What follows belongs to an exercise in optimizing a design on an open flow for small area, a short achievable clock period and few clock cycles per item; a production flow would make more cautious choices. The RTL was checked by simulation tests, not by an equivalence proof against the original design.

==> flow/design.v, too long to show whole: its modules and the start of the top module <==
// module swms_ram: 25 lines
// module sliding_window_mean_stddev: 352 lines
// module swms_csa_m: 465 lines
// module swms_csa_p: 714 lines
// module swms_csa_v: 230 lines
module sliding_window_mean_stddev (
    input  wire logic                               clk,
    input  wire logic                               rst_n,
    input  wire logic                               sample_valid,
    output logic                                    sample_stall,
    input  wire logic signed [swms_pkg::SAMPLE_W-1:0] sample,
    output logic                                    result_valid,
    input  wire logic                               result_stall,
    output logic signed [swms_pkg::SAMPLE_W-1:0]    mean,
    output logic        [swms_pkg::SAMPLE_W-1:0]    deviation,
    output logic                                    valid_res,
    input  wire logic                               cfg_valid,
    output logic                                    cfg_ready,
    input  wire logic   [swms_pkg::LEN_W-1:0]       window_length
);
  // ...
==> flow/run.sh <==
#!/bin/bash
# synth_recipe.tcl (not shown) runs the flow's synth.tcl, then flattens the netlist and writes it again
# the make line also repeats each setting of config.mk as NAME=value (left out here)
make -C /OpenROAD-flow-scripts/flow DESIGN_CONFIG=/design/flow/config.mk WORK_HOME=/design/flow/orfs CLKGATE_MAP_FILE= SYNTH_SCRIPT=/design/flow/synth_recipe.tcl finish
==> flow/config.mk <==
export PLATFORM = sky130hd
export DESIGN_NAME = sliding_window_mean_stddev
export DESIGN_NICKNAME = sliding_window_mean_stddev
export VERILOG_FILES = /design/flow/design.v
export SDC_FILE = /design/flow/constraint.sdc
export NUM_CORES = 4
export LEC_CHECK = 0
export ABC_CLOCK_PERIOD_IN_PS = 5000
export CAP_MARGIN = 20
export CORE_MARGIN = 2
export CORE_UTILIZATION = 55
export SETUP_SLACK_MARGIN = 5
export SLEW_MARGIN = 20
==> flow/constraint.sdc <==
create_clock -name core_clock -period 11.0 [get_ports {clk}]
set_input_delay 2.2000 -clock core_clock [delete_from_list [all_inputs] [get_ports {clk}]]
set_output_delay 2.2000 -clock core_clock [all_outputs]
set_load 0.01 [all_outputs]
==> reports/results.txt, run 1 <==
The placer's final routability congestion estimate was 0.934. The required time of the worst setup path is 8.80 ns. For the max-cap check violation count, the log shows 0. The starting utilization of the core area was 55.4%; the global routing usage on met1 was 29.8%. The die width was 478 microns. The worst register-to-register path begins at n_reg[1]. Traced cell by cell, the critical path runs through clkdlybuf4s50_1 > nor3b_2 > inv_1 > clkdlybuf4s50_1. By count the netlist is led by sky130_fd_sc_hd__dfxtp_1 (2055), sky130_fd_sc_hd__edfxtp_1 (1004), sky130_fd_sc_hd__inv_1 (862). For the via count of the first global-routing pass, the log shows 74500.

For the number of DRC markers after the initial detailed-route iteration, the log shows 4689.

The worst pin sits at a relative slew slack of 19.8%. Entering global routing, the biggest net connects 160 pins. After Yosys synthesis, and, or, nand and nor cells account for 7.17% of the synthesized area.

After clock tree synthesis, the repair step resized 61 gates. The number of non-clock inverters in the layout is 880. The largest registers in the layout are s64 (1024), s32 (512), s16 (256). Among all cell classes, the greatest summed area belongs to flip-flops and latches. Clock-pin slew was measured on the worst setup and hold paths at 0.06 ns. Summed over all failing endpoints, the final setup total negative slack is 0 ns.

The library cell used most frequently in the layout, excluding fill and tap cells, is sky130_fd_sc_hd__dfxtp_1. The run finished with no timing, DRC or antenna violations. Worst-path cell with the longest stage delay: sky130_fd_sc_hd__clkdlybuf4s50_1.
Testbench counts, summed over its fixed seeds: cycles 2,512, items 2,400.
==> run 2, diff against run 1 <==
--- a/flow/design.v
+++ b/flow/design.v
@@ -394,472 +394,394 @@
 `default_nettype none
 module swms_csa_m (
     input  wire logic [7:0]  n,
     input  wire logic [16:0] p,
     input  wire logic [23:0] s,
     input  wire logic [16:0] d,
     output logic [25:0] y
 );
-    wire w1 = n[0] & p[0];
-    wire w2 = ~(d[0]);
-    wire w3 = 1'b1;
-    wire w4 = n[0] & p[1];
-    wire w5 = n[1] & p[0];
-    wire w6 = ~(s[0]);
-    wire w7 = ~(d[1]);
-    wire w8 = 1'b1;
-    wire w9 = n[0] & p[2];
-    wire w10 = n[1] & p[1];
-    wire w11 = n[2] & p[0];
-    wire w12 = ~(s[1]);
-    wire w13 = ~(d[2]);
-    wire w14 = n[0] & p[3];
-    wire w15 = n[1] & p[2];
-    wire w16 = n[2] & p[1];
-    wire w17 = n[3] & p[0];
-    wire w18 = ~(s[2]);
-    wire w19 = ~(d[3]);
-    wire w20 = n[0] & p[4];
-    wire w21 = n[1] & p[3];
-    wire w22 = n[2] & p[2];
-    wire w23 = n[3] & p[1];
-    wire w24 = n[4] & p[0];
-    wire w25 = ~(s[3]);
-    wire w26 = ~(d[4]);
-    wire w27 = n[0] & p[5];
-    wire w28 = n[1] & p[4];
-    wire w29 = n[2] & p[3];
-    wire w30 = n[3] & p[2];
-    wire w31 = n[4] & p[1];
-    wire w32 = n[5] & p[0];
-    wire w33 = ~(s[4]);
-    wire w34 = ~(d[5]);
-    wire w35 = n[0] & p[6];
-    wire w36 = n[1] & p[5];
-    wire w37 = n[2] & p[4];
-    wire w38 = n[3] & p[3];
-    wire w39 = n[4] & p[2];
-    wire w40 = n[5] & p[1];
-    wire w41 = n[6] & p[0];
-    wire w42 = ~(s[5]);
-    wire w43 = ~(d[6]);
-    wire w44 = n[0] & p[7];
-    wire w45 = n[1] & p[6];
-    wire w46 = n[2] & p[5];
-    wire w47 = n[3] & p[4];
-    wire w48 = n[4] & p[3];
-    wire w49 = n[5] & p[2];
-    wire w50 = n[6] & p[1];
-    wire w51 = n[7] & p[0];
-    wire w52 = ~(s[6]);
-    wire w53 = ~(d[7]);
-    wire w54 = n[0] & p[8];
-    wire w55 = n[1] & p[7];
-    wire w56 = n[2] & p[6];
-    wire w57 = n[3] & p[5];
-    wire w58 = n[4] & p[4];
-    wire w59 = n[5] & p[3];
-    wire w60 = n[6] & p[2];
-    wire w61 = n[7] & p[1];
-    wire w62 = ~(s[7]);
-    wire w63 = ~(d[8]);
-    wire w64 = n[0] & p[9];
-    wire w65 = n[1] & p[8];
-    wire w66 = n[2] & p[7];
-    wire w67 = n[3] & p[6];
-    wire w68 = n[4] & p[5];
-    wire w69 = n[5] & p[4];
-    wire w70 = n[6] & p[3];
-    wire w71 = n[7] & p[2];
-    wire w72 = ~(s[8]);
-    wire w73 = ~(d[9]);
-    wire w74 = n[0] & p[10];
-    wire w75 = n[1] & p[9];
-    wire w76 = n[2] & p[8];
-    wire w77 = n[3] & p[7];
-    wire w78 = n[4] & p[6];
-    wire w79 = n[5] & p[5];
-    wire w80 = n[6] & p[4];
-    wire w81 = n[7] & p[3];
-    wire w82 = ~(s[9]);
-    wire w83 = ~(d[10]);
-    wire w84 = n[0] & p[11];
-    wire w85 = n[1] & p[10];
-    wire w86 = n[2] & p[9];
-    wire w87 = n[3] & p[8];
-    wire w88 = n[4] & p[7];
-    wire w89 = n[5] & p[6];
-    wire w90 = n[6] & p[5];
-    wire w91 = n[7] & p[4];
-    wire w92 = ~(s[10]);
-    wire w93 = ~(d[11]);
-    wire w94 = n[0] & p[12];
-    wire w95 = n[1] & p[11];
-    wire w96 = n[2] & p[10];
-    wire w97 = n[3] & p[9];
-    wire w98 = n[4] & p[8];
-    wire w99 = n[5] & p[7];
-    wire w100 = n[6] & p[6];
-    wire w101 = n[7] & p[5];
-    wire w102 = ~(s[11]);
-    wire w103 = ~(d[12]);
-    wire w104 = n[0] & p[13];
-    wire w105 = n[1] & p[12];
-    wire w106 = n[2] & p[11];
-    wire w107 = n[3] & p[10];
-    wire w108 = n[4] & p[9];
-    wire w109 = n[5] & p[8];
-    wire w110 = n[6] & p[7];
-    wire w111 = n[7] & p[6];
-    wire w112 = ~(s[12]);
-    wire w113 = ~(d[13]);
-    wire w114 = n[0] & p[14];
-    wire w115 = n[1] & p[13];
-    wire w116 = n[2] & p[12];
-    wire w117 = n[3] & p[11];
-    wire w118 = n[4] & p[10];
-    wire w119 = n[5] & p[9];
-    wire w120 = n[6] & p[8];
-    wire w121 = n[7] & p[7];
-    wire w122 = ~(s[13]);
-    wire w123 = ~(d[14]);
-    wire w124 = n[0] & p[15];
-    wire w125 = n[1] & p[14];
-    wire w126 = n[2] & p[13];
-    wire w127 = n[3] & p[12];
-    wire w128 = n[4] & p[11];
-    wire w129 = n[5] & p[10];
-    wire w130 = n[6] & p[9];
-    wire w131 = n[7] & p[8];
-    wire w132 = ~(s[14]);
-    wire w133 = ~(d[15]);
-    wire w134 = ~(n[0] & p[16]);
-    wire w135 = n[1] & p[15];
-    wire w136 = n[2] & p[14];
-    wire w137 = n[3] & p[13];
-    wire w138 = n[4] & p[12];
-    wire w139 = n[5] & p[11];
-    wire w140 = n[6] & p[10];
-    wire w141 = n[7] & p[9];
-    wire w142 = ~(s[15]);
-    wire w143 = d[16];
-    wire w144 = ~(n[1] & p[16]);
-    wire w145 = n[2] & p[15];
-    wire w146 = n[3] & p[14];
-    wire w147 = n[4] & p[13];
-    wire w148 = n[5] & p[12];
-    wire w149 = n[6] & p[11];
-    wire w150 = n[7] & p[10];
-    wire w151 = ~(s[16]);
-    wire w152 = ~(n[2] & p[16]);
-    wire w153 = n[3] & p[15];
-    wire w154 = n[4] & p[14];
-    wire w155 = n[5] & p[13];
-    wire w156 = n[6] & p[12];
-    wire w157 = n[7] & p[11];
-    wire w158 = ~(s[17]);
-    wire w159 = ~(n[3] & p[16]);
-    wire w160 = n[4] & p[15];
-    wire w161 = n[5] & p[14];
-    wire w162 = n[6] & p[13];
-    wire w163 = n[7] & p[12];
-    wire w164 = ~(s[18]);
-    wire w165 = ~(n[4] & p[16]);
-    wire w166 = n[5] & p[15];
-    wire w167 = n[6] & p[14];
-    wire w168 = n[7] & p[13];
-    wire w169 = ~(s[19]);
-    wire w170 = ~(n[5] & p[16]);
-    wire w171 = n[6] & p[15];
-    wire w172 = n[7] & p[14];
-    wire w173 = ~(s[20]);
-    wire w174 = ~(n[6] & p[16]);
-    wire w175 = n[7] & p[15];
-    wire w176 = ~(s[21]);
-    wire w177 = ~(n[7] & p[16]);
-    wire w178 = ~(s[22]);
-    wire w179 = s[23];
-    wire w180 = 1'b1;
-    wire w181 = w44 ^ w45;
-    wire w182 = w44 & w45;
-    wire w183 = w54 ^ w55 ^ w56;
-    wire w184 = (w54 & w55) | (w54 & w56) | (w55 & w56);
-    wire w185 = w64 ^ w65 ^ w66;
-    wire w186 = (w64 & w65) | (w64 & w66) | (w65 & w66);
-    wire w187 = w74 ^ w75 ^ w76;
-    wire w188 = (w74 & w75) | (w74 & w76) | (w75 & w76);
-    wire w189 = w84 ^ w85 ^ w86;
-    wire w190 = (w84 & w85) | (w84 & w86) | (w85 & w86);
-    wire w191 = w94 ^ w95 ^ w96;
-    wire w192 = (w94 & w95) | (w94 & w96) | (w95 & w96);
-    wire w193 = w104 ^ w105 ^ w106;
-    wire w194 = (w104 & w105) | (w104 & w106) | (w105 & w106);
-    wire w195 = w114 ^ w115 ^ w116;
-    wire w196 = (w114 & w115) | (w114 & w116) | (w115 & w116);
-    wire w197 = w124 ^ w125 ^ w126;
-    wire w198 = (w124 & w125) | (w124 & w126) | (w125 & w126);
-    wire w199 = w134 ^ w135 ^ w136;
-    wire w200 = (w134 & w135) | (w134 & w136) | (w135 & w136);
-    wire w201 = w20 ^ w21;
-    wire w202 = w20 & w21;
-    wire w203 = w27 ^ w28 ^ w29;
-    wire w204 = (w27 & w28) | (w27 & w29) | (w28 & w29);
-    wire w205 = w30 ^ w31;
-    wire w206 = w30 & w31;
-    wire w207 = w35 ^ w36 ^ w37;
-    wire w208 = (w35 & w36) | (w35 & w37) | (w36 & w37);
-    wire w209 = w38 ^ w39 ^ w40;
-    wire w210 = (w38 & w39) | (w38 & w40) | (w39 & w40);
-    wire w211 = w41 ^ w42;
-    wire w212 = w41 & w42;
-    wire w213 = w181 ^ w46 ^ w47;
-    wire w214 = (w181 & w46) | (w181 & w47) | (w46 & w47);
-    wire w215 = w48 ^ w49 ^ w50;
-    wire w216 = (w48 & w49) | (w48 & w50) | (w49 & w50);
-    wire w217 = w51 ^ w52 ^ w53;
-    wire w218 = (w51 & w52) | (w51 & w53) | (w52 & w53);
-    wire w219 = w183 ^ w57 ^ w58;
-    wire w220 = (w183 & w57) | (w183 & w58) | (w57 & w58);
-    wire w221 = w59 ^ w60 ^ w61;
-    wire w222 = (w59 & w60) | (w59 & w61) | (w60 & w61);
-    wire w223 = w62 ^ w63 ^ w182;
-    wire w224 = (w62 & w63) | (w62 & w182) | (w63 & w182);
-    wire w225 = w185 ^ w67 ^ w68;
-    wire w226 = (w185 & w67) | (w185 & w68) | (w67 & w68);
-    wire w227 = w69 ^ w70 ^ w71;
-    wire w228 = (w69 & w70) | (w69 & w71) | (w70 & w71);
-    wire w229 = w72 ^ w73 ^ w184;
-    wire w230 = (w72 & w73) | (w72 & w184) | (w73 & w184);
-    wire w231 = w187 ^ w77 ^ w78;
-    wire w232 = (w187 & w77) | (w187 & w78) | (w77 & w78);
-    wire w233 = w79 ^ w80 ^ w81;
-    wire w234 = (w79 & w80) | (w79 & w81) | (w80 & w81);
-    wire w235 = w82 ^ w83 ^ w186;
-    wire w236 = (w82 & w83) | (w82 & w186) | (w83 & w186);
-    wire w237 = w189 ^ w87 ^ w88;
-    wire w238 = (w189 & w87) | (w189 & w88) | (w87 & w88);
-    wire w239 = w89 ^ w90 ^ w91;
-    wire w240 = (w89 & w90) | (w89 & w91) | (w90 & w91);
-    wire w241 = w92 ^ w93 ^ w188;
-    wire w242 = (w92 & w93) | (w92 & w188) | (w93 & w188);
-    wire w243 = w191 ^ w97 ^ w98;
-    wire w244 = (w191 & w97) | (w191 & w98) | (w97 & w98);
-    wire w245 = w99 ^ w100 ^ w101;
-    wire w246 = (w99 & w100) | (w99 & w101) | (w100 & w101);
-    wire w247 = w102 ^ w103 ^ w190;
-    wire w248 = (w102 & w103) | (w102 & w190) | (w103 & w190);
-    wire w249 = w193 ^ w107 ^ w108;
-    wire w250 = (w193 & w107) | (w193 & w108) | (w107 & w108);
-    wire w251 = w109 ^ w110 ^ w111;
-    wire w252 = (w109 & w110) | (w109 & w111) | (w110 & w111);
-    wire w253 = w112 ^ w113 ^ w192;
-    wire w254 = (w112 & w113) | (w112 & w192) | (w113 & w192);
-    wire w255 = w195 ^ w117 ^ w118;
-    wire w256 = (w195 & w117) | (w195 & w118) | (w117 & w118);
-    wire w257 = w119 ^ w120 ^ w121;
-    wire w258 = (w119 & w120) | (w119 & w121) | (w120 & w121);
-    wire w259 = w122 ^ w123 ^ w194;
-    wire w260 = (w122 & w123) | (w122 & w194) | (w123 & w194);
-    wire w261 = w197 ^ w127 ^ w128;
-    wire w262 = (w197 & w127) | (w197 & w128) | (w127 & w128);
-    wire w263 = w129 ^ w130 ^ w131;
-    wire w264 = (w129 & w130) | (w129 & w131) | (w130 & w131);
-    wire w265 = w132 ^ w133 ^ w196;
-    wire w266 = (w132 & w133) | (w132 & w196) | (w133 & w196);
-    wire w267 = w199 ^ w137 ^ w138;
-    wire w268 = (w199 & w137) | (w199 & w138) | (w137 & w138);
-    wire w269 = w139 ^ w140 ^ w141;
-    wire w270 = (w139 & w140) | (w139 & w141) | (w140 & w141);
-    wire w271 = w142 ^ w143 ^ w198;
-    wire w272 = (w142 & w143) | (w142 & w198) | (w143 & w198);
-    wire w273 = w144 ^ w145 ^ w146;
-    wire w274 = (w144 & w145) | (w144 & w146) | (w145 & w146);
-    wire w275 = w147 ^ w148 ^ w149;
-    wire w276 = (w147 & w148) | (w147 & w149) | (w148 & w149);
-    wire w277 = w150 ^ w151 ^ w200;
-    wire w278 = (w150 & w151) | (w150 & w200) | (w151 & w200);
-    wire w279 = w152 ^ w153 ^ w154;
-    wire w280 = (w152 & w153) | (w152 & w154) | (w153 & w154);
-    wire w281 = w155 ^ w156 ^ w157;
-    wire w282 = (w155 & w156) | (w155 & w157) | (w156 & w157);
-    wire w283 = w159 ^ w160 ^ w161;
-    wire w284 = (w159 & w160) | (w159 & w161) | (w160 & w161);
-    wire w285 = w4 ^ w5;
-    wire w286 = w4 & w5;
-    wire w287 = w9 ^ w10 ^ w11;
-    wire w288 = (w9 & w10) | (w9 & w11) | (w10 & w11);
-    wire w289 = w14 ^ w15 ^ w16;
-    wire w290 = (w14 & w15) | (w14 & w16) | (w15 & w16);
-    wire w291 = w17 ^ w18;
-    wire w292 = w17 & w18;
-    wire w293 = w201 ^ w22 ^ w23;
-    wire w294 = (w201 & w22) | (w201 & w23) | (w22 & w23);
-    wire w295 = w24 ^ w25 ^ w26;
-    wire w296 = (w24 & w25) | (w24 & w26) | (w25 & w26);
-    wire w297 = w203 ^ w205 ^ w32;
-    wire w298 = (w203 & w205) | (w203 & w32) | (w205 & w32);
-    wire w299 = w33 ^ w34 ^ w202;
-    wire w300 = (w33 & w34) | (w33 & w202) | (w34 & w202);
-    wire w301 = w207 ^ w209 ^ w211;
-    wire w302 = (w207 & w209) | (w207 & w211) | (w209 & w211);
-    wire w303 = w43 ^ w204 ^ w206;
-    wire w304 = (w43 & w204) | (w43 & w206) | (w204 & w206);
-    wire w305 = w213 ^ w215 ^ w217;
-    wire w306 = (w213 & w215) | (w213 & w217) | (w215 & w217);
-    wire w307 = w208 ^ w210 ^ w212;
-    wire w308 = (w208 & w210) | (w208 & w212) | (w210 & w212);
-    wire w309 = w219 ^ w221 ^ w223;
-    wire w310 = (w219 & w221) | (w219 & w223) | (w221 & w223);
-    wire w311 = w214 ^ w216 ^ w218;
-    wire w312 = (w214 & w216) | (w214 & w218) | (w216 & w218);
-    wire w313 = w225 ^ w227 ^ w229;
-    wire w314 = (w225 & w227) | (w225 & w229) | (w227 & w229);
-    wire w315 = w220 ^ w222 ^ w224;
-    wire w316 = (w220 & w222) | (w220 & w224) | (w222 & w224);
-    wire w317 = w231 ^ w233 ^ w235;
-    wire w318 = (w231 & w233) | (w231 & w235) | (w233 & w235);
-    wire w319 = w226 ^ w228 ^ w230;
-    wire w320 = (w226 & w228) | (w226 & w230) | (w228 & w230);
-    wire w321 = w237 ^ w239 ^ w241;
-    wire w322 = (w237 & w239) | (w237 & w241) | (w239 & w241);
-    wire w323 = w232 ^ w234 ^ w236;
-    wire w324 = (w232 & w234) | (w232 & w236) | (w234 & w236);
-    wire w325 = w243 ^ w245 ^ w247;
-    wire w326 = (w243 & w245) | (w243 & w247) | (w245 & w247);
-    wire w327 = w238 ^ w240 ^ w242;
-    wire w328 = (w238 & w240) | (w238 & w242) | (w240 & w242);
-    wire w329 = w249 ^ w251 ^ w253;
-    wire w330 = (w249 & w251) | (w249 & w253) | (w251 & w253);
-    wire w331 = w244 ^ w246 ^ w248;
-    wire w332 = (w244 & w246) | (w244 & w248) | (w246 & w248);
-    wire w333 = w255 ^ w257 ^ w259;
-    wire w334 = (w255 & w257) | (w255 & w259) | (w257 & w259);
-    wire w335 = w250 ^ w252 ^ w254;
-    wire w336 = (w250 & w252) | (w250 & w254) | (w252 & w254);
-    wire w337 = w261 ^ w263 ^ w265;
-    wire w338 = (w261 & w263) | (w261 & w265) | (w263 & w265);
-    wire w339 = w256 ^ w258 ^ w260;
-    wire w340 = (w256 & w258) | (w256 & w260) | (w258 & w260);
-    wire w341 = w267 ^ w269 ^ w271;
-    wire w342 = (w267 & w269) | (w267 & w271) | (w269 & w271);
-    wire w343 = w262 ^ w264 ^ w266;
-    wire w344 = (w262 & w264) | (w262 & w266) | (w264 & w266);
-    wire w345 = w273 ^ w275 ^ w277;
-    wire w346 = (w273 & w275) | (w273 & w277) | (w275 & w277);
-    wire w347 = w268 ^ w270 ^ w272;
-    wire w348 = (w268 & w270) | (w268 & w272) | (w270 & w272);
-    wire w349 = w279 ^ w281 ^ w158;
-    wire w350 = (w279 & w281) | (w279 & w158) | (w281 & w158);
-    wire w351 = w274 ^ w276 ^ w278;
-    wire w352 = (w274 & w276) | (w274 & w278) | (w276 & w278);
-    wire w353 = w283 ^ w162 ^ w163;
-    wire w354 = (w283 & w162) | (w283 & w163) | (w162 & w163);
-    wire w355 = w164 ^ w280 ^ w282;
-    wire w356 = (w164 & w280) | (w164 & w282) | (w280 & w282);
-    wire w357 = w165 ^ w166 ^ w167;
-    wire w358 = (w165 & w166) | (w165 & w167) | (w166 & w167);
-    wire w359 = w168 ^ w169 ^ w284;
-    wire w360 = (w168 & w169) | (w168 & w284) | (w169 & w284);
-    wire w361 = w170 ^ w171 ^ w172;
-    wire w362 = (w170 & w171) | (w170 & w172) | (w171 & w172);
-    wire w363 = w285 ^ w6;
-    wire w364 = w285 & w6;
-    wire w365 = w287 ^ w12 ^ w13;
-    wire w366 = (w287 & w12) | (w287 & w13) | (w12 & w13);
-    wire w367 = w289 ^ w291 ^ w19;
-    wire w368 = (w289 & w291) | (w289 & w19) | (w291 & w19);
-    wire w369 = w293 ^ w295 ^ w290;
-    wire w370 = (w293 & w295) | (w293 & w290) | (w295 & w290);
-    wire w371 = w297 ^ w299 ^ w294;
-    wire w372 = (w297 & w299) | (w297 & w294) | (w299 & w294);
-    wire w373 = w301 ^ w303 ^ w298;
-    wire w374 = (w301 & w303) | (w301 & w298) | (w303 & w298);
-    wire w375 = w305 ^ w307 ^ w302;
-    wire w376 = (w305 & w307) | (w305 & w302) | (w307 & w302);
-    wire w377 = w309 ^ w311 ^ w306;
-    wire w378 = (w309 & w311) | (w309 & w306) | (w311 & w306);
-    wire w379 = w313 ^ w315 ^ w310;
-    wire w380 = (w313 & w315) | (w313 & w310) | (w315 & w310);
-    wire w381 = w317 ^ w319 ^ w314;
-    wire w382 = (w317 & w319) | (w317 & w314) | (w319 & w314);
-    wire w383 = w321 ^ w323 ^ w318;
-    wire w384 = (w321 & w323) | (w321 & w318) | (w323 & w318);
-    wire w385 = w325 ^ w327 ^ w322;
-    wire w386 = (w325 & w327) | (w325 & w322) | (w327 & w322);
-    wire w387 = w329 ^ w331 ^ w326;
-    wire w388 = (w329 & w331) | (w329 & w326) | (w331 & w326);
-    wire w389 = w333 ^ w335 ^ w330;
-    wire w390 = (w333 & w335) | (w333 & w330) | (w335 & w330);
-    wire w391 = w337 ^ w339 ^ w334;
-    wire w392 = (w337 & w339) | (w337 & w334) | (w339 & w334);
-    wire w393 = w341 ^ w343 ^ w338;
-    wire w394 = (w341 & w343) | (w341 & w338) | (w343 & w338);
-    wire w395 = w345 ^ w347 ^ w342;
-    wire w396 = (w345 & w347) | (w345 & w342) | (w347 & w342);
-    wire w397 = w349 ^ w351 ^ w346;
-    wire w398 = (w349 & w351) | (w349 & w346) | (w351 & w346);
-    wire w399 = w353 ^ w355 ^ w350;
-    wire w400 = (w353 & w355) | (w353 & w350) | (w355 & w350);
-    wire w401 = w357 ^ w359 ^ w354;
-    wire w402 = (w357 & w359) | (w357 & w354) | (w359 & w354);
-    wire w403 = w361 ^ w173 ^ w358;
-    wire w404 = (w361 & w173) | (w361 & w358) | (w173 & w358);
-    wire w405 = w174 ^ w175 ^ w176;
-    wire w406 = (w174 & w175) | (w174 & w176) | (w175 & w176);
-    wire w407 = w1 ^ w2;
-    wire w408 = w1 & w2;
-    wire w409 = w363 ^ w7 ^ w8;
-    wire w410 = (w363 & w7) | (w363 & w8) | (w7 & w8);
-    wire w411 = w365 ^ w286 ^ w364;
-    wire w412 = (w365 & w286) | (w365 & w364) | (w286 & w364);
-    wire w413 = w367 ^ w288 ^ w366;
-    wire w414 = (w367 & w288) | (w367 & w366) | (w288 & w366);
-    wire w415 = w369 ^ w292 ^ w368;
-    wire w416 = (w369 & w292) | (w369 & w368) | (w292 & w368);
-    wire w417 = w371 ^ w296 ^ w370;
-    wire w418 = (w371 & w296) | (w371 & w370) | (w296 & w370);
-    wire w419 = w373 ^ w300 ^ w372;
-    wire w420 = (w373 & w300) | (w373 & w372) | (w300 & w372);
-    wire w421 = w375 ^ w304 ^ w374;
-    wire w422 = (w375 & w304) | (w375 & w374) | (w304 & w374);
-    wire w423 = w377 ^ w308 ^ w376;
-    wire w424 = (w377 & w308) | (w377 & w376) | (w308 & w376);
-    wire w425 = w379 ^ w312 ^ w378;
-    wire w426 = (w379 & w312) | (w379 & w378) | (w312 & w378);
-    wire w427 = w381 ^ w316 ^ w380;
-    wire w428 = (w381 & w316) | (w381 & w380) | (w316 & w380);
-    wire w429 = w383 ^ w320 ^ w382;
-    wire w430 = (w383 & w320) | (w383 & w382) | (w320 & w382);
-    wire w431 = w385 ^ w324 ^ w384;
-    wire w432 = (w385 & w324) | (w385 & w384) | (w324 & w384);
-    wire w433 = w387 ^ w328 ^ w386;
-    wire w434 = (w387 & w328) | (w387 & w386) | (w328 & w386);
-    wire w435 = w389 ^ w332 ^ w388;
-    wire w436 = (w389 & w332) | (w389 & w388) | (w332 & w388);
-    wire w437 = w391 ^ w336 ^ w390;
-    wire w438 = (w391 & w336) | (w391 & w390) | (w336 & w390);
-    wire w439 = w393 ^ w340 ^ w392;
-    wire w440 = (w393 & w340) | (w393 & w392) | (w340 & w392);
-    wire w441 = w395 ^ w344 ^ w394;
-    wire w442 = (w395 & w344) | (w395 & w394) | (w344 & w394);
-    wire w443 = w397 ^ w348 ^ w396;
-    wire w444 = (w397 & w348) | (w397 & w396) | (w348 & w396);
-    wire w445 = w399 ^ w352 ^ w398;
-    wire w446 = (w399 & w352) | (w399 & w398) | (w352 & w398);
-    wire w447 = w401 ^ w356 ^ w400;
-    wire w448 = (w401 & w356) | (w401 & w400) | (w356 & w400);
-    wire w449 = w403 ^ w360 ^ w402;
-    wire w450 = (w403 & w360) | (w403 & w402) | (w360 & w402);
-    wire w451 = w405 ^ w362 ^ w404;
-    wire w452 = (w405 & w362) | (w405 & w404) | (w362 & w404);
-    wire w453 = w177 ^ w178 ^ w406;
-    wire w454 = (w177 & w178) | (w177 & w406) | (w178 & w406);
-    wire [25:0] row0 = {w180, w179, w453, w451, w449, w447, w445, w443, w441, w439, w437, w435, w433, w431, w429, w427, w425, w423, w421, w419, w417, w415, w413, w411, w409, w407};
-    wire [25:0] row1 = {1'b0, w454, w452, w450, w448, w446, w444, w442, w440, w438, w436, w434, w432, w430, w428, w426, w424, w422, w420, w418, w416, w414, w412, w410, w408, w3};
+    wire [8:0] n9 = {1'b0, n};
+    wire w1 = n9[0] ^ 1'b0;
+    wire w2 = (n9[1] & ~n9[0] & ~1'b0) | (~n9[1] & n9[0] & 1'b0);
+    wire w3 = n9[1];
+    wire w4 = n9[2] ^ n9[1];
+    wire w5 = (n9[3] & ~n9[2] & ~n9[1]) | (~n9[3] & n9[2] & n9[1]);
+    wire w6 = n9[3];
+    wire w7 = n9[4] ^ n9[3];
+    wire w8 = (n9[5] & ~n9[4] & ~n9[3]) | (~n9[5] & n9[4] & n9[3]);
+    wire w9 = n9[5];
+    wire w10 = n9[6] ^ n9[5];
+    wire w11 = (n9[7] & ~n9[6] & ~n9[5]) | (~n9[7] & n9[6] & n9[5]);
+    wire w12 = n9[7];
+    wire w13 = n9[8] ^ n9[7];
+    wire w14 = (n9[8] & ~n9[8] & ~n9[7]) | (~n9[8] & n9[8] & n9[7]);
+    wire w15 = n9[8];
+    wire w16 = ((w1 & p[0]) | (w2 & 1'b0)) ^ w3;
+    wire w17 = w3;
+    wire w18 = ~(d[0]);
+    wire w19 = 1'b1;
+    wire w20 = ((w1 & p[1]) | (w2 & p[0])) ^ w3;
+    wire w21 = ~(s[0]);
+    wire w22 = ~(d[1]);
+    wire w23 = 1'b1;
+    wire w24 = ((w1 & p[2]) | (w2 & p[1])) ^ w3;
+    wire w25 = ((w4 & p[0]) | (w5 & 1'b0)) ^ w6;
+    wire w26 = w6;
+    wire w27 = ~(s[1]);
+    wire w28 = ~(d[2]);
+    wire w29 = ((w1 & p[3]) | (w2 & p[2])) ^ w3;
+    wire w30 = ((w4 & p[1]) | (w5 & p[0])) ^ w6;
+    wire w31 = ~(s[2]);
+    wire w32 = ~(d[3]);
+    wire w33 = ((w1 & p[4]) | (w2 & p[3])) ^ w3;
+    wire w34 = ((w4 & p[2]) | (w5 & p[1])) ^ w6;
+    wire w35 = ((w7 & p[0]) | (w8 & 1'b0)) ^ w9;
+    wire w36 = w9;
+    wire w37 = ~(s[3]);
+    wire w38 = ~(d[4]);
+    wire w39 = ((w1 & p[5]) | (w2 & p[4])) ^ w3;
+    wire w40 = ((w4 & p[3]) | (w5 & p[2])) ^ w6;
+    wire w41 = ((w7 & p[1]) | (w8 & p[0])) ^ w9;
+    wire w42 = ~(s[4]);
+    wire w43 = ~(d[5]);
+    wire w44 = ((w1 & p[6]) | (w2 & p[5])) ^ w3;
+    wire w45 = ((w4 & p[4]) | (w5 & p[3])) ^ w6;
+    wire w46 = ((w7 & p[2]) | (w8 & p[1])) ^ w9;
+    wire w47 = ((w10 & p[0]) | (w11 & 1'b0)) ^ w12;
+    wire w48 = w12;
+    wire w49 = ~(s[5]);
+    wire w50 = ~(d[6]);
+    wire w51 = ((w1 & p[7]) | (w2 & p[6])) ^ w3;
+    wire w52 = ((w4 & p[5]) | (w5 & p[4])) ^ w6;
+    wire w53 = ((w7 & p[3]) | (w8 & p[2])) ^ w9;
+    wire w54 = ((w10 & p[1]) | (w11 & p[0])) ^ w12;
+    wire w55 = ~(s[6]);
+    wire w56 = ~(d[7]);
+    wire w57 = ((w1 & p[8]) | (w2 & p[7])) ^ w3;
+    wire w58 = ((w4 & p[6]) | (w5 & p[5])) ^ w6;
+    wire w59 = ((w7 & p[4]) | (w8 & p[3])) ^ w9;
+    wire w60 = ((w10 & p[2]) | (w11 & p[1])) ^ w12;
+    wire w61 = ((w13 & p[0]) | (w14 & 1'b0)) ^ w15;
+    wire w62 = w15;
+    wire w63 = ~(s[7]);
+    wire w64 = ~(d[8]);
+    wire w65 = ((w1 & p[9]) | (w2 & p[8])) ^ w3;
+    wire w66 = ((w4 & p[7]) | (w5 & p[6])) ^ w6;
+    wire w67 = ((w7 & p[5]) | (w8 & p[4])) ^ w9;
+    wire w68 = ((w10 & p[3]) | (w11 & p[2])) ^ w12;
+    wire w69 = ((w13 & p[1]) | (w14 & p[0])) ^ w15;
+    wire w70 = ~(s[8]);
+    wire w71 = ~(d[9]);
+    wire w72 = ((w1 & p[10]) | (w2 & p[9])) ^ w3;
+    wire w73 = ((w4 & p[8]) | (w5 & p[7])) ^ w6;
+    wire w74 = ((w7 & p[6]) | (w8 & p[5])) ^ w9;
+    wire w75 = ((w10 & p[4]) | (w11 & p[3])) ^ w12;
+    wire w76 = ((w13 & p[2]) | (w14 & p[1])) ^ w15;
+    wire w77 = ~(s[9]);
+    wire w78 = ~(d[10]);
+    wire w79 = ((w1 & p[11]) | (w2 & p[10])) ^ w3;
+    wire w80 = ((w4 & p[9]) | (w5 & p[8])) ^ w6;
+    wire w81 = ((w7 & p[7]) | (w8 & p[6])) ^ w9;
+    wire w82 = ((w10 & p[5]) | (w11 & p[4])) ^ w12;
+    wire w83 = ((w13 & p[3]) | (w14 & p[2])) ^ w15;
+    wire w84 = ~(s[10]);
+    wire w85 = ~(d[11]);
+    wire w86 = ((w1 & p[12]) | (w2 & p[11])) ^ w3;
+    wire w87 = ((w4 & p[10]) | (w5 & p[9])) ^ w6;
+    wire w88 = ((w7 & p[8]) | (w8 & p[7])) ^ w9;
+    wire w89 = ((w10 & p[6]) | (w11 & p[5])) ^ w12;
+    wire w90 = ((w13 & p[4]) | (w14 & p[3])) ^ w15;
+    wire w91 = ~(s[11]);
+    wire w92 = ~(d[12]);
+    wire w93 = ((w1 & p[13]) | (w2 & p[12])) ^ w3;
+    wire w94 = ((w4 & p[11]) | (w5 & p[10])) ^ w6;
+    wire w95 = ((w7 & p[9]) | (w8 & p[8])) ^ w9;
+    wire w96 = ((w10 & p[7]) | (w11 & p[6])) ^ w12;
+    wire w97 = ((w13 & p[5]) | (w14 & p[4])) ^ w15;
+    wire w98 = ~(s[12]);
+    wire w99 = ~(d[13]);
+    wire w100 = ((w1 & p[14]) | (w2 & p[13])) ^ w3;
+    wire w101 = ((w4 & p[12]) | (w5 & p[11])) ^ w6;
+    wire w102 = ((w7 & p[10]) | (w8 & p[9])) ^ w9;
+    wire w103 = ((w10 & p[8]) | (w11 & p[7])) ^ w12;
+    wire w104 = ((w13 & p[6]) | (w14 & p[5])) ^ w15;
+    wire w105 = ~(s[13]);
+    wire w106 = ~(d[14]);
+    wire w107 = ((w1 & p[15]) | (w2 & p[14])) ^ w3;
+    wire w108 = ((w4 & p[13]) | (w5 & p[12])) ^ w6;
+    wire w109 = ((w7 & p[11]) | (w8 & p[10])) ^ w9;
+    wire w110 = ((w10 & p[9]) | (w11 & p[8])) ^ w12;
+    wire w111 = ((w13 & p[7]) | (w14 & p[6])) ^ w15;
+    wire w112 = ~(s[14]);
+    wire w113 = ~(d[15]);
+    wire w114 = ((w1 & p[16]) | (w2 & p[15])) ^ w3;
+    wire w115 = ((w4 & p[14]) | (w5 & p[13])) ^ w6;
+    wire w116 = ((w7 & p[12]) | (w8 & p[11])) ^ w9;
+    wire w117 = ((w10 & p[10]) | (w11 & p[9])) ^ w12;
+    wire w118 = ((w13 & p[8]) | (w14 & p[7])) ^ w15;
+    wire w119 = ~(s[15]);
+    wire w120 = d[16];
+    wire w121 = 1'b1;
+    wire w122 = ~(((w1 & p[16]) | (w2 & p[16])) ^ w3);
+    wire w123 = ((w4 & p[15]) | (w5 & p[14])) ^ w6;
+    wire w124 = ((w7 & p[13]) | (w8 & p[12])) ^ w9;
+    wire w125 = ((w10 & p[11]) | (w11 & p[10])) ^ w12;
+    wire w126 = ((w13 & p[9]) | (w14 & p[8])) ^ w15;
+    wire w127 = ~(s[16]);
+    wire w128 = ((w4 & p[16]) | (w5 & p[15])) ^ w6;
+    wire w129 = ((w7 & p[14]) | (w8 & p[13])) ^ w9;
+    wire w130 = ((w10 & p[12]) | (w11 & p[11])) ^ w12;
+    wire w131 = ((w13 & p[10]) | (w14 & p[9])) ^ w15;
+    wire w132 = ~(s[17]);
+    wire w133 = 1'b1;
+    wire w134 = ~(((w4 & p[16]) | (w5 & p[16])) ^ w6);
+    wire w135 = ((w7 & p[15]) | (w8 & p[14])) ^ w9;
+    wire w136 = ((w10 & p[13]) | (w11 & p[12])) ^ w12;
+    wire w137 = ((w13 & p[11]) | (w14 & p[10])) ^ w15;
+    wire w138 = ~(s[18]);
+    wire w139 = ((w7 & p[16]) | (w8 & p[15])) ^ w9;
+    wire w140 = ((w10 & p[14]) | (w11 & p[13])) ^ w12;
+    wire w141 = ((w13 & p[12]) | (w14 & p[11])) ^ w15;
+    wire w142 = ~(s[19]);
+    wire w143 = 1'b1;
+    wire w144 = ~(((w7 & p[16]) | (w8 & p[16])) ^ w9);
+    wire w145 = ((w10 & p[15]) | (w11 & p[14])) ^ w12;
+    wire w146 = ((w13 & p[13]) | (w14 & p[12])) ^ w15;
+    wire w147 = ~(s[20]);
+    wire w148 = ((w10 & p[16]) | (w11 & p[15])) ^ w12;
+    wire w149 = ((w13 & p[14]) | (w14 & p[13])) ^ w15;
+    wire w150 = ~(s[21]);
+    wire w151 = 1'b1;
+    wire w152 = ~(((w10 & p[16]) | (w11 & p[16])) ^ w12);
+    wire w153 = ((w13 & p[15]) | (w14 & p[14])) ^ w15;
+    wire w154 = ~(s[22]);
+    wire w155 = ((w13 & p[16]) | (w14 & p[15])) ^ w15;
+    wire w156 = s[23];
+    wire w157 = ~(((w13 & p[16]) | (w14 & p[16])) ^ w15);
+    wire w158 = w44 ^ w45;
+    wire w159 = w44 & w45;
+    wire w160 = w51 ^ w52;
+    wire w161 = w51 & w52;
+    wire w162 = w57 ^ w58 ^ w59;
+    wire w163 = (w57 & w58) | (w57 & w59) | (w58 & w59);
+    wire w164 = w60 ^ w61;
+    wire w165 = w60 & w61;
+    wire w166 = w65 ^ w66 ^ w67;
+    wire w167 = (w65 & w66) | (w65 & w67) | (w66 & w67);
+    wire w168 = w68 ^ w69;
+    wire w169 = w68 & w69;
+    wire w170 = w72 ^ w73 ^ w74;
+    wire w171 = (w72 & w73) | (w72 & w74) | (w73 & w74);
+    wire w172 = w75 ^ w76;
+    wire w173 = w75 & w76;
+    wire w174 = w79 ^ w80 ^ w81;
+    wire w175 = (w79 & w80) | (w79 & w81) | (w80 & w81);
+    wire w176 = w82 ^ w83;
+    wire w177 = w82 & w83;
+    wire w178 = w86 ^ w87 ^ w88;
+    wire w179 = (w86 & w87) | (w86 & w88) | (w87 & w88);
+    wire w180 = w89 ^ w90;
+    wire w181 = w89 & w90;
+    wire w182 = w93 ^ w94 ^ w95;
+    wire w183 = (w93 & w94) | (w93 & w95) | (w94 & w95);
+    wire w184 = w96 ^ w97;
+    wire w185 = w96 & w97;
+    wire w186 = w100 ^ w101 ^ w102;
+    wire w187 = (w100 & w101) | (w100 & w102) | (w101 & w102);
+    wire w188 = w103 ^ w104;
+    wire w189 = w103 & w104;
+    wire w190 = w107 ^ w108 ^ w109;
+    wire w191 = (w107 & w108) | (w107 & w109) | (w108 & w109);
+    wire w192 = w110 ^ w111;
+    wire w193 = w110 & w111;
+    wire w194 = w114 ^ w115 ^ w116;
+    wire w195 = (w114 & w115) | (w114 & w116) | (w115 & w116);
+    wire w196 = w117 ^ w118 ^ w119;
+    wire w197 = (w117 & w118) | (w117 & w119) | (w118 & w119);
+    wire w198 = w122 ^ w123 ^ w124;
+    wire w199 = (w122 & w123) | (w122 & w124) | (w123 & w124);
+    wire w200 = w128 ^ w129;
+    wire w201 = w128 & w129;
+    wire w202 = w24 ^ w25;
+    wire w203 = w24 & w25;
+    wire w204 = w29 ^ w30;
+    wire w205 = w29 & w30;
+    wire w206 = w33 ^ w34 ^ w35;
+    wire w207 = (w33 & w34) | (w33 & w35) | (w34 & w35);
+    wire w208 = w36 ^ w37;
+    wire w209 = w36 & w37;
+    wire w210 = w39 ^ w40 ^ w41;
+    wire w211 = (w39 & w40) | (w39 & w41) | (w40 & w41);
+    wire w212 = w42 ^ w43;
+    wire w213 = w42 & w43;
+    wire w214 = w158 ^ w46 ^ w47;
+    wire w215 = (w158 & w46) | (w158 & w47) | (w46 & w47);
+    wire w216 = w48 ^ w49 ^ w50;
+    wire w217 = (w48 & w49) | (w48 & w50) | (w49 & w50);
+    wire w218 = w160 ^ w53 ^ w54;
+    wire w219 = (w160 & w53) | (w160 & w54) | (w53 & w54);
+    wire w220 = w55 ^ w56 ^ w159;
+    wire w221 = (w55 & w56) | (w55 & w159) | (w56 & w159);
+    wire w222 = w162 ^ w164 ^ w62;
+    wire w223 = (w162 & w164) | (w162 & w62) | (w164 & w62);
+    wire w224 = w63 ^ w64 ^ w161;
+    wire w225 = (w63 & w64) | (w63 & w161) | (w64 & w161);
+    wire w226 = w166 ^ w168 ^ w70;
+    wire w227 = (w166 & w168) | (w166 & w70) | (w168 & w70);
+    wire w228 = w71 ^ w163 ^ w165;
+    wire w229 = (w71 & w163) | (w71 & w165) | (w163 & w165);
+    wire w230 = w170 ^ w172 ^ w77;
+    wire w231 = (w170 & w172) | (w170 & w77) | (w172 & w77);
+    wire w232 = w78 ^ w167 ^ w169;
+    wire w233 = (w78 & w167) | (w78 & w169) | (w167 & w169);
+    wire w234 = w174 ^ w176 ^ w84;
+    wire w235 = (w174 & w176) | (w174 & w84) | (w176 & w84);
+    wire w236 = w85 ^ w171 ^ w173;
+    wire w237 = (w85 & w171) | (w85 & w173) | (w171 & w173);
+    wire w238 = w178 ^ w180 ^ w91;
+    wire w239 = (w178 & w180) | (w178 & w91) | (w180 & w91);
+    wire w240 = w92 ^ w175 ^ w177;
+    wire w241 = (w92 & w175) | (w92 & w177) | (w175 & w177);
+    wire w242 = w182 ^ w184 ^ w98;
+    wire w243 = (w182 & w184) | (w182 & w98) | (w184 & w98);
+    wire w244 = w99 ^ w179 ^ w181;
+    wire w245 = (w99 & w179) | (w99 & w181) | (w179 & w181);
+    wire w246 = w186 ^ w188 ^ w105;
+    wire w247 = (w186 & w188) | (w186 & w105) | (w188 & w105);
+    wire w248 = w106 ^ w183 ^ w185;
+    wire w249 = (w106 & w183) | (w106 & w185) | (w183 & w185);
+    wire w250 = w190 ^ w192 ^ w112;
+    wire w251 = (w190 & w192) | (w190 & w112) | (w192 & w112);
+    wire w252 = w113 ^ w187 ^ w189;
+    wire w253 = (w113 & w187) | (w113 & w189) | (w187 & w189);
+    wire w254 = w194 ^ w196 ^ w120;
+    wire w255 = (w194 & w196) | (w194 & w120) | (w196 & w120);
+    wire w256 = w121 ^ w191 ^ w193;
+    wire w257 = (w121 & w191) | (w121 & w193) | (w191 & w193);
+    wire w258 = w198 ^ w125 ^ w126;
+    wire w259 = (w198 & w125) | (w198 & w126) | (w125 & w126);
+    wire w260 = w127 ^ w195 ^ w197;
+    wire w261 = (w127 & w195) | (w127 & w197) | (w195 & w197);
+    wire w262 = w200 ^ w130 ^ w131;
+    wire w263 = (w200 & w130) | (w200 & w131) | (w130 & w131);
+    wire w264 = w132 ^ w133 ^ w199;
+    wire w265 = (w132 & w133) | (w132 & w199) | (w133 & w199);
+    wire w266 = w134 ^ w135 ^ w136;
+    wire w267 = (w134 & w135) | (w134 & w136) | (w135 & w136);
+    wire w268 = w137 ^ w138 ^ w201;
+    wire w269 = (w137 & w138) | (w137 & w201) | (w138 & w201);
+    wire w270 = w139 ^ w140 ^ w141;
+    wire w271 = (w139 & w140) | (w139 & w141) | (w140 & w141);
+    wire w272 = w142 ^ w143;
+    wire w273 = w142 & w143;
+    wire w274 = w144 ^ w145 ^ w146;
+    wire w275 = (w144 & w145) | (w144 & w146) | (w145 & w146);
+    wire w276 = w148 ^ w149;
+    wire w277 = w148 & w149;
+    wire w278 = w16 ^ w17;
+    wire w279 = w16 & w17;
+    wire w280 = w20 ^ w21 ^ w22;
+    wire w281 = (w20 & w21) | (w20 & w22) | (w21 & w22);
+    wire w282 = w202 ^ w26 ^ w27;
+    wire w283 = (w202 & w26) | (w202 & w27) | (w26 & w27);
+    wire w284 = w204 ^ w31 ^ w32;
+    wire w285 = (w204 & w31) | (w204 & w32) | (w31 & w32);
+    wire w286 = w206 ^ w208 ^ w38;
+    wire w287 = (w206 & w208) | (w206 & w38) | (w208 & w38);
+    wire w288 = w210 ^ w212 ^ w207;
+    wire w289 = (w210 & w212) | (w210 & w207) | (w212 & w207);
+    wire w290 = w214 ^ w216 ^ w211;
+    wire w291 = (w214 & w216) | (w214 & w211) | (w216 & w211);
+    wire w292 = w218 ^ w220 ^ w215;
+    wire w293 = (w218 & w220) | (w218 & w215) | (w220 & w215);
+    wire w294 = w222 ^ w224 ^ w219;
+    wire w295 = (w222 & w224) | (w222 & w219) | (w224 & w219);
+    wire w296 = w226 ^ w228 ^ w223;
+    wire w297 = (w226 & w228) | (w226 & w223) | (w228 & w223);
+    wire w298 = w230 ^ w232 ^ w227;
+    wire w299 = (w230 & w232) | (w230 & w227) | (w232 & w227);
+    wire w300 = w234 ^ w236 ^ w231;
+    wire w301 = (w234 & w236) | (w234 & w231) | (w236 & w231);
+    wire w302 = w238 ^ w240 ^ w235;
+    wire w303 = (w238 & w240) | (w238 & w235) | (w240 & w235);
+    wire w304 = w242 ^ w244 ^ w239;
+    wire w305 = (w242 & w244) | (w242 & w239) | (w244 & w239);
+    wire w306 = w246 ^ w248 ^ w243;
+    wire w307 = (w246 & w248) | (w246 & w243) | (w248 & w243);
+    wire w308 = w250 ^ w252 ^ w247;
+    wire w309 = (w250 & w252) | (w250 & w247) | (w252 & w247);
+    wire w310 = w254 ^ w256 ^ w251;
+    wire w311 = (w254 & w256) | (w254 & w251) | (w256 & w251);
+    wire w312 = w258 ^ w260 ^ w255;
+    wire w313 = (w258 & w260) | (w258 & w255) | (w260 & w255);
+    wire w314 = w262 ^ w264 ^ w259;
+    wire w315 = (w262 & w264) | (w262 & w259) | (w264 & w259);
+    wire w316 = w266 ^ w268 ^ w263;
+    wire w317 = (w266 & w268) | (w266 & w263) | (w268 & w263);
+    wire w318 = w270 ^ w272 ^ w267;
+    wire w319 = (w270 & w272) | (w270 & w267) | (w272 & w267);
+    wire w320 = w274 ^ w147 ^ w271;
+    wire w321 = (w274 & w147) | (w274 & w271) | (w147 & w271);
+    wire w322 = w276 ^ w150 ^ w151;
+    wire w323 = (w276 & w150) | (w276 & w151) | (w150 & w151);
+    wire w324 = w152 ^ w153 ^ w154;
+    wire w325 = (w152 & w153) | (w152 & w154) | (w153 & w154);
+    wire w326 = w278 ^ w18;
+    wire w327 = w278 & w18;
+    wire w328 = w280 ^ w23 ^ w279;
+    wire w329 = (w280 & w23) | (w280 & w279) | (w23 & w279);
+    wire w330 = w282 ^ w28 ^ w281;
+    wire w331 = (w282 & w28) | (w282 & w281) | (w28 & w281);
+    wire w332 = w284 ^ w203 ^ w283;
+    wire w333 = (w284 & w203) | (w284 & w283) | (w203 & w283);
+    wire w334 = w286 ^ w205 ^ w285;
+    wire w335 = (w286 & w205) | (w286 & w285) | (w205 & w285);
+    wire w336 = w288 ^ w209 ^ w287;
+    wire w337 = (w288 & w209) | (w288 & w287) | (w209 & w287);
+    wire w338 = w290 ^ w213 ^ w289;
+    wire w339 = (w290 & w213) | (w290 & w289) | (w213 & w289);
+    wire w340 = w292 ^ w217 ^ w291;
+    wire w341 = (w292 & w217) | (w292 & w291) | (w217 & w291);
+    wire w342 = w294 ^ w221 ^ w293;
+    wire w343 = (w294 & w221) | (w294 & w293) | (w221 & w293);
+    wire w344 = w296 ^ w225 ^ w295;
+    wire w345 = (w296 & w225) | (w296 & w295) | (w225 & w295);
+    wire w346 = w298 ^ w229 ^ w297;
+    wire w347 = (w298 & w229) | (w298 & w297) | (w229 & w297);
+    wire w348 = w300 ^ w233 ^ w299;
+    wire w349 = (w300 & w233) | (w300 & w299) | (w233 & w299);
+    wire w350 = w302 ^ w237 ^ w301;
+    wire w351 = (w302 & w237) | (w302 & w301) | (w237 & w301);
+    wire w352 = w304 ^ w241 ^ w303;
+    wire w353 = (w304 & w241) | (w304 & w303) | (w241 & w303);
+    wire w354 = w306 ^ w245 ^ w305;
+    wire w355 = (w306 & w245) | (w306 & w305) | (w245 & w305);
+    wire w356 = w308 ^ w249 ^ w307;
+    wire w357 = (w308 & w249) | (w308 & w307) | (w249 & w307);
+    wire w358 = w310 ^ w253 ^ w309;
+    wire w359 = (w310 & w253) | (w310 & w309) | (w253 & w309);
+    wire w360 = w312 ^ w257 ^ w311;
+    wire w361 = (w312 & w257) | (w312 & w311) | (w257 & w311);
+    wire w362 = w314 ^ w261 ^ w313;
+    wire w363 = (w314 & w261) | (w314 & w313) | (w261 & w313);
+    wire w364 = w316 ^ w265 ^ w315;
+    wire w365 = (w316 & w265) | (w316 & w315) | (w265 & w315);
+    wire w366 = w318 ^ w269 ^ w317;
+    wire w367 = (w318 & w269) | (w318 & w317) | (w269 & w317);
+    wire w368 = w320 ^ w273 ^ w319;
+    wire w369 = (w320 & w273) | (w320 & w319) | (w273 & w319);
+    wire w370 = w322 ^ w275 ^ w321;
+    wire w371 = (w322 & w275) | (w322 & w321) | (w275 & w321);
+    wire w372 = w324 ^ w277 ^ w323;
+    wire w373 = (w324 & w277) | (w324 & w323) | (w277 & w323);
+    wire w374 = w155 ^ w156 ^ w325;
+    wire w375 = (w155 & w156) | (w155 & w325) | (w156 & w325);
+    wire [25:0] row0 = {w157, w374, w372, w370, w368, w366, w364, w362, w360, w358, w356, w354, w352, w350, w348, w346, w344, w342, w340, w338, w336, w334, w332, w330, w328, w326};
+    wire [25:0] row1 = {w375, w373, w371, w369, w367, w365, w363, w361, w359, w357, w355, w353, w351, w349, w347, w345, w343, w341, w339, w337, w335, w333, w331, w329, w327, w19};
     assign y = row0 + row1;
 endmodule
 module swms_csa_p (
     input  wire logic [16:0] d,
     input  wire logic [25:0] m,
     output logic [43:0] y0,
     output logic [43:0] y1
 );
--- a/flow/config.mk
+++ b/flow/config.mk
@@ -4,10 +4,12 @@
 export VERILOG_FILES = /design/flow/design.v
 export SDC_FILE = /design/flow/constraint.sdc
 export NUM_CORES = 4
 export LEC_CHECK = 0
 export ABC_CLOCK_PERIOD_IN_PS = 5000
 export CAP_MARGIN = 20
 export CORE_MARGIN = 2
 export CORE_UTILIZATION = 55
+export CTS_CLUSTER_DIAMETER = 60
+export CTS_CLUSTER_SIZE = 30
 export SETUP_SLACK_MARGIN = 5
 export SLEW_MARGIN = 20
==> run 2 against run 1 <==
Against the previous run: still clean; sequential share of layout area up 1.2 points; clock skew down 0.020 ns; via count up 1.1%; utilization down 2.0 points; synthesized cell count up 1.8%; non-clock buffer count up 19; critical endpoint is now mB[24]; largest cell class unchanged.
==> reports/results.txt, run 2 <==
The tools report the pin count of the biggest net entering global routing as 87 (was 160). Most numerous cell types in the synthesized netlist: sky130_fd_sc_hd__dfxtp_1 (2055), sky130_fd_sc_hd__edfxtp_1 (1004), sky130_fd_sc_hd__inv_1 (869) (was sky130_fd_sc_hd__dfxtp_1 (2055), sky130_fd_sc_hd__edfxtp_1 (1004), sky130_fd_sc_hd__inv_1 (862)). For the total negative slack for setup checks, the log shows 0 ns (unchanged). The run gives 13300 (was 13100) as the number of cells in the design after placement.

The first-pass iteration count of the detailed router was 6 (unchanged). The startpoint type of the worst setup path was a register (was an input port). The all-layer global routing usage is 23.3% (was 22.3%), and the aggregate global routing overflow is 0 (unchanged). The number of DRC markers after the initial detailed-route iteration was 5426 (was 4689); the post-route clock skew was 0.0812 ns (was 0.101 ns). The post-synthesis area per instance is 11.8 sq um (was 11.9 sq um). The critical hold path startpoint was s64[95] (was s64[284]). The smallest setup slack after layout is 4.98 ns (was 5.11 ns).

Setup repair after global routing could not meet its margin everywhere. The number of enable-type register cells in the synthesized netlist was 1004 (unchanged). The achievable frequency is 0.166 GHz (was 0.170 GHz), and the total DRC errors in the routed layout is 0 (unchanged). The most frequent standard cell in the layout excluding fill and tap cells was sky130_fd_sc_hd__dfxtp_1 (unchanged). The number of stages on the worst hold path is 0 (unchanged). The register name with the most flops was s64 (unchanged).

The number of nets in the layout is 11600 (about the same), and the max-cap check violation count is 0 (unchanged). The logs give 128000 sq um (was 127000 sq um) for the area of placed instances and 74300 (was 73500) for the via count of the routed design. The logs give 58.0% (was 58.4%) for the register area share after synthesis and 0.88 ns (was 0.96 ns) for the latest clock arrival within the worst-skew pair. Most instantiated flip-flop cell in the synthesis netlist: sky130_fd_sc_hd__dfxtp_1 (unchanged).

The cell chosen for the clock root was sky130_fd_sc_hd__clkbuf_16 (unchanged). The logs give 65 (unchanged) for the number of placed I/O pins and 0.909 (was 0.934) for the placer's final routability congestion estimate. The tools report the worst min-delay path endpoint as s64[111] (was s64[300]).

The tools report the remaining antenna violation count after routing as 0 (unchanged). The via-per-instance ratio is 5.45 (was 5.36). The die span in y was 479 microns (was 478 microns). The tools report the number of H-tree branching levels as 4 (was 5). Most used cells in the layout excluding fill and tap cells: sky130_fd_sc_hd__dfxtp_1 (2055), sky130_fd_sc_hd__edfxtp_1 (1004), sky130_fd_sc_hd__inv_1 (849), sky130_fd_sc_hd__a21oi_1 (799), sky130_fd_sc_hd__ha_1 (668) (was sky130_fd_sc_hd__dfxtp_1 (2055), sky130_fd_sc_hd__edfxtp_1 (1004), sky130_fd_sc_hd__inv_1 (852), sky130_fd_sc_hd__a21oi_1 (755), sky130_fd_sc_hd__ha_1 (657)). Wire length per cell: 19.7 microns (was 18.7 microns).

TritonCTS built the clock tree. Largest cells by area after synthesis: sky130_fd_sc_hd__dfxtp_1 (33%), sky130_fd_sc_hd__edfxtp_1 (24%), sky130_fd_sc_hd__ha_1 (6.9%) (was sky130_fd_sc_hd__dfxtp_1 (33%), sky130_fd_sc_hd__edfxtp_1 (24%), sky130_fd_sc_hd__ha_1 (6.8%)). Clock buffer count from CTS: 174 (was 312).

The startpoint of the lowest-slack register-to-register path is n_reg[2] (was n_reg[1]). The layout overhead on the synthesized area is 9.36% (was 12.6%). The number of register bits inferred by synthesis is 3088 (unchanged).

The maximum count of clock buffers along a single path came out at 3 (was 4). Type of the worst min-delay path: reg -> reg (unchanged). The area fraction of the dominant cell type after synthesis came out at 33.2% (was 33.4%).

Most common cell in the synthesized netlist: sky130_fd_sc_hd__dfxtp_1 (unchanged). The number of flip-flops in the largest register came out at 1024 (unchanged). The slew at the pin with the worst max-slew slack is 1.12 ns (was 1.20 ns), and the detailed placement HPWL is 189000 microns (was 175000 microns).

The post-detailed-routing wire length was 269000 microns (was 256000 microns). The endpoint arrival time on the critical path is 6.64 ns (was 3.69 ns), and the starting utilization of the core area is 55.3% (was 55.4%). Cell row count: 174 (was 173).

The cell type contributing the most total cell area after synthesis was sky130_fd_sc_hd__dfxtp_1 (unchanged). Worst slew margin relative to its limit: 25.6% (was 19.8%). For the number of warnings issued by yosys, the log shows 1 (unchanged). The via count of the first global-routing pass came out at 74100 (was 74500). The tools report the max-slew violation count as 0 (unchanged). Post-layout minimum cycle time: 6.02 ns (was 5.89 ns). The reg2reg setup slack is 4.98 ns (was 5.12 ns). The run finished with no timing, DRC or antenna violations. The fraction of final layout cells with drive strength greater than 1 works out to 8.55% (was 10.2%). The portion of the clock cycle consumed by the worst path in the final layout is 54.7% (was 53.6%).

The final count of hold timing violations was 0 (unchanged). Registers with the highest flip-flop counts: s64 (1024), s32 (512), s16 (256) (unchanged). The die width came out at 479 microns (was 478 microns). The capturing element type of the critical path is a register (was an output port). The path type of the worst setup path was reg -> reg (was in -> out). The tools report the initial antenna violation count as 6 (was 11). The design area is 136000 sq um (was 139000 sq um). The maximum fanout along the worst path was 6 (unchanged). The die area came out at 229000 sq um (was 228000 sq um).

The area of the mapped netlist was 124000 sq um (was 123000 sq um); the filler cell count was 18000 (was 17400). The setup-violating endpoint count in the final report is 0 (unchanged). The post-placement setup slack was 3.62 ns (was 3.58 ns); the CTS clock-pin slew for the worst setup and hold paths was 0.09 ns (was 0.06 ns). The tools report the net count of the mapped netlist as 11600 (was 11400). The global-route wire length before repair is 421000 microns (was 407000 microns), and the fraction of registers with async set or reset after synthesis is 0.939% (unchanged). The run gives 13600 (was 13700) as the final non-filler cell total. The area of the core is 224000 sq um (was 223000 sq um).

TritonCTS sink count: 3088 (unchanged). The required time of the worst setup path was 11.62 ns (was 8.80 ns). The run gives 10500 (was 10300) as the count of mapped cells out of synthesis. The number of cells traversed by the worst register-to-register path is 23 (was 29), and the number of buffer cells added on primary ports is 63 (unchanged). Distinct cell type count after synthesis: 93 (was 100).

The tools report the capturing point of the worst reg2reg path as mB[24] (was pA[16]).
run 2: how the worst max path moves through the flow:
stage,startpoint,end,slack [ns]
CTS,n_reg[2],mB[24],4.99
floorplan,g_step[5].g_reg.rroot[0],g_step[8].g_reg.rrem[7],4.77
finish,n_reg[2],mB[24],4.98
detailed placement,g_step[5].g_reg.rroot[0],g_step[8].g_reg.rrem[2],3.62
global route,n_reg[2],mB[25],4.78
global placement,g_step[5].g_reg.rroot[0],g_step[8].g_reg.rrem[2],3.25
run 2: what timing repair did:
| item | CTS | global route |
|---|---|---|
| pin swaps | 14 | 61 |
| hold buffers | 0 | 0 |
| cloned | 5 | 3 |
| setup endpoints to repair | 159 | 132 |
| setup buffers | 41 | 47 |
| gates resized for setup | 69 | 112 |
run 2: logic make-up (layout without fill, tap and decap cells):
family	Yosys count	after routing	share of synthesized area, %
AO/OA/AOI/OAI	2337	2337	11.5
XOR/XNOR	598	598	4.24
adder cells (fa/ha/maj)	1069	1069	12.6
buffers and inverters	1334	1444	4.06
flip-flops	3088	3088	58.0
multiplexers	280	280	2.66
other	1	7	0.00302
AND/OR/NAND/NOR	1820	1822	6.82
run 2: through the flow:
stage	util [%]	hold slack, ns
floorplan	-	0.310
global placement	57.0	0.310
detailed placement	57.0	0.312
CTS	60.1	0.290
global route	60.4	0.287
finish	60.4	0.291
run 2: worst max-delay path: stages (launching register included):
cell	delay [ns]
sky130_fd_sc_hd__dfstp_2	0.57
sky130_fd_sc_hd__clkinvlp_4	0.15
sky130_fd_sc_hd__buf_12	0.16
sky130_fd_sc_hd__ha_4	0.28
sky130_fd_sc_hd__buf_6	0.14
sky130_fd_sc_hd__a22oi_2	0.20
sky130_fd_sc_hd__xnor2_1	0.11
sky130_fd_sc_hd__fa_1	0.51
sky130_fd_sc_hd__inv_1	0.05
sky130_fd_sc_hd__fa_1	0.49
sky130_fd_sc_hd__inv_2	0.04
sky130_fd_sc_hd__fa_1	0.49
sky130_fd_sc_hd__inv_2	0.04
sky130_fd_sc_hd__fa_1	0.56
sky130_fd_sc_hd__ha_4	0.24
sky130_fd_sc_hd__or3_1	0.32
sky130_fd_sc_hd__o21ai_1	0.11
sky130_fd_sc_hd__a21oi_2	0.08
sky130_fd_sc_hd__a2111o_1	0.45
sky130_fd_sc_hd__a221o_1	0.35
sky130_fd_sc_hd__nand4_1	0.10
sky130_fd_sc_hd__nand4b_1	0.13
sky130_fd_sc_hd__a21oi_2	0.16
sky130_fd_sc_hd__xnor2_1	0.08
run 2: layout make-up:
type / count / area, sq um / share of cell area (%)
Sequential cell: 3088 / 72000 / 53.1
Multi-Input combinational cell: 6107 / 47800 / 35.2
Clock buffer: 183 / 4440 / 3.27
Timing Repair Buffer: 276 / 2490 / 1.83
Antenna cell: 6 / 15.0 / 0.0111
Timing Repair inverter: 3 / 37.5 / 0.0277
Clock inverter: 99 / 1700 / 1.26
Tap cell: 2992 / 3740 / 2.76
Inverter: 883 / 3400 / 2.51
run 2: routing by layer:
metal  vias to the layer above  global-route usage [%]  wire length (microns)
li1                      36200                       -                      -
met1                     36000                    31.3                 120000
met2                      1720                    39.4                 129000
met3                       390                    2.89                  11600
met4                         0                    7.44                   7910
met5                         -                       0                      0
Testbench counts of run 2, summed over its fixed seeds: cycles 2,512, items 2,400.

## static timing again, ports no longer ideal
No port has a modelled driver above. Below, the same layouts with a new extraction and two added sets of constraints. Step 1, drivers: a clkbuf_16 drives clk and a buf_2 each remaining input, both assumed. Step 2 times the ports against the registers' clock, not the clock port: input delays grow and output delays shrink by t, the midpoint of the rising clock arrivals with the driver on. Slacks: ideal / step 1 / step 2; pairs: ideal / step 1.
| run | t (ns) | setup slack, ns | latest minus earliest clock arrival (ns) | slew at the worst register clock pin (ns) |
|---|---|---|---|---|
| run 1 | 1.000 | 5.106 / 5.082 / 5.037 | 0.132 / 0.133 | 0.07 / 0.07 |
| run 2 | 0.938 | 4.984 / 4.984 / 4.984 | 0.093 / 0.093 | 0.11 / 0.11 |
After both steps setup and hold are still met in every run listed. The setup slack of run 1, which loses most, moves by -0.024 ns with the drivers and by -0.069 ns with both steps.
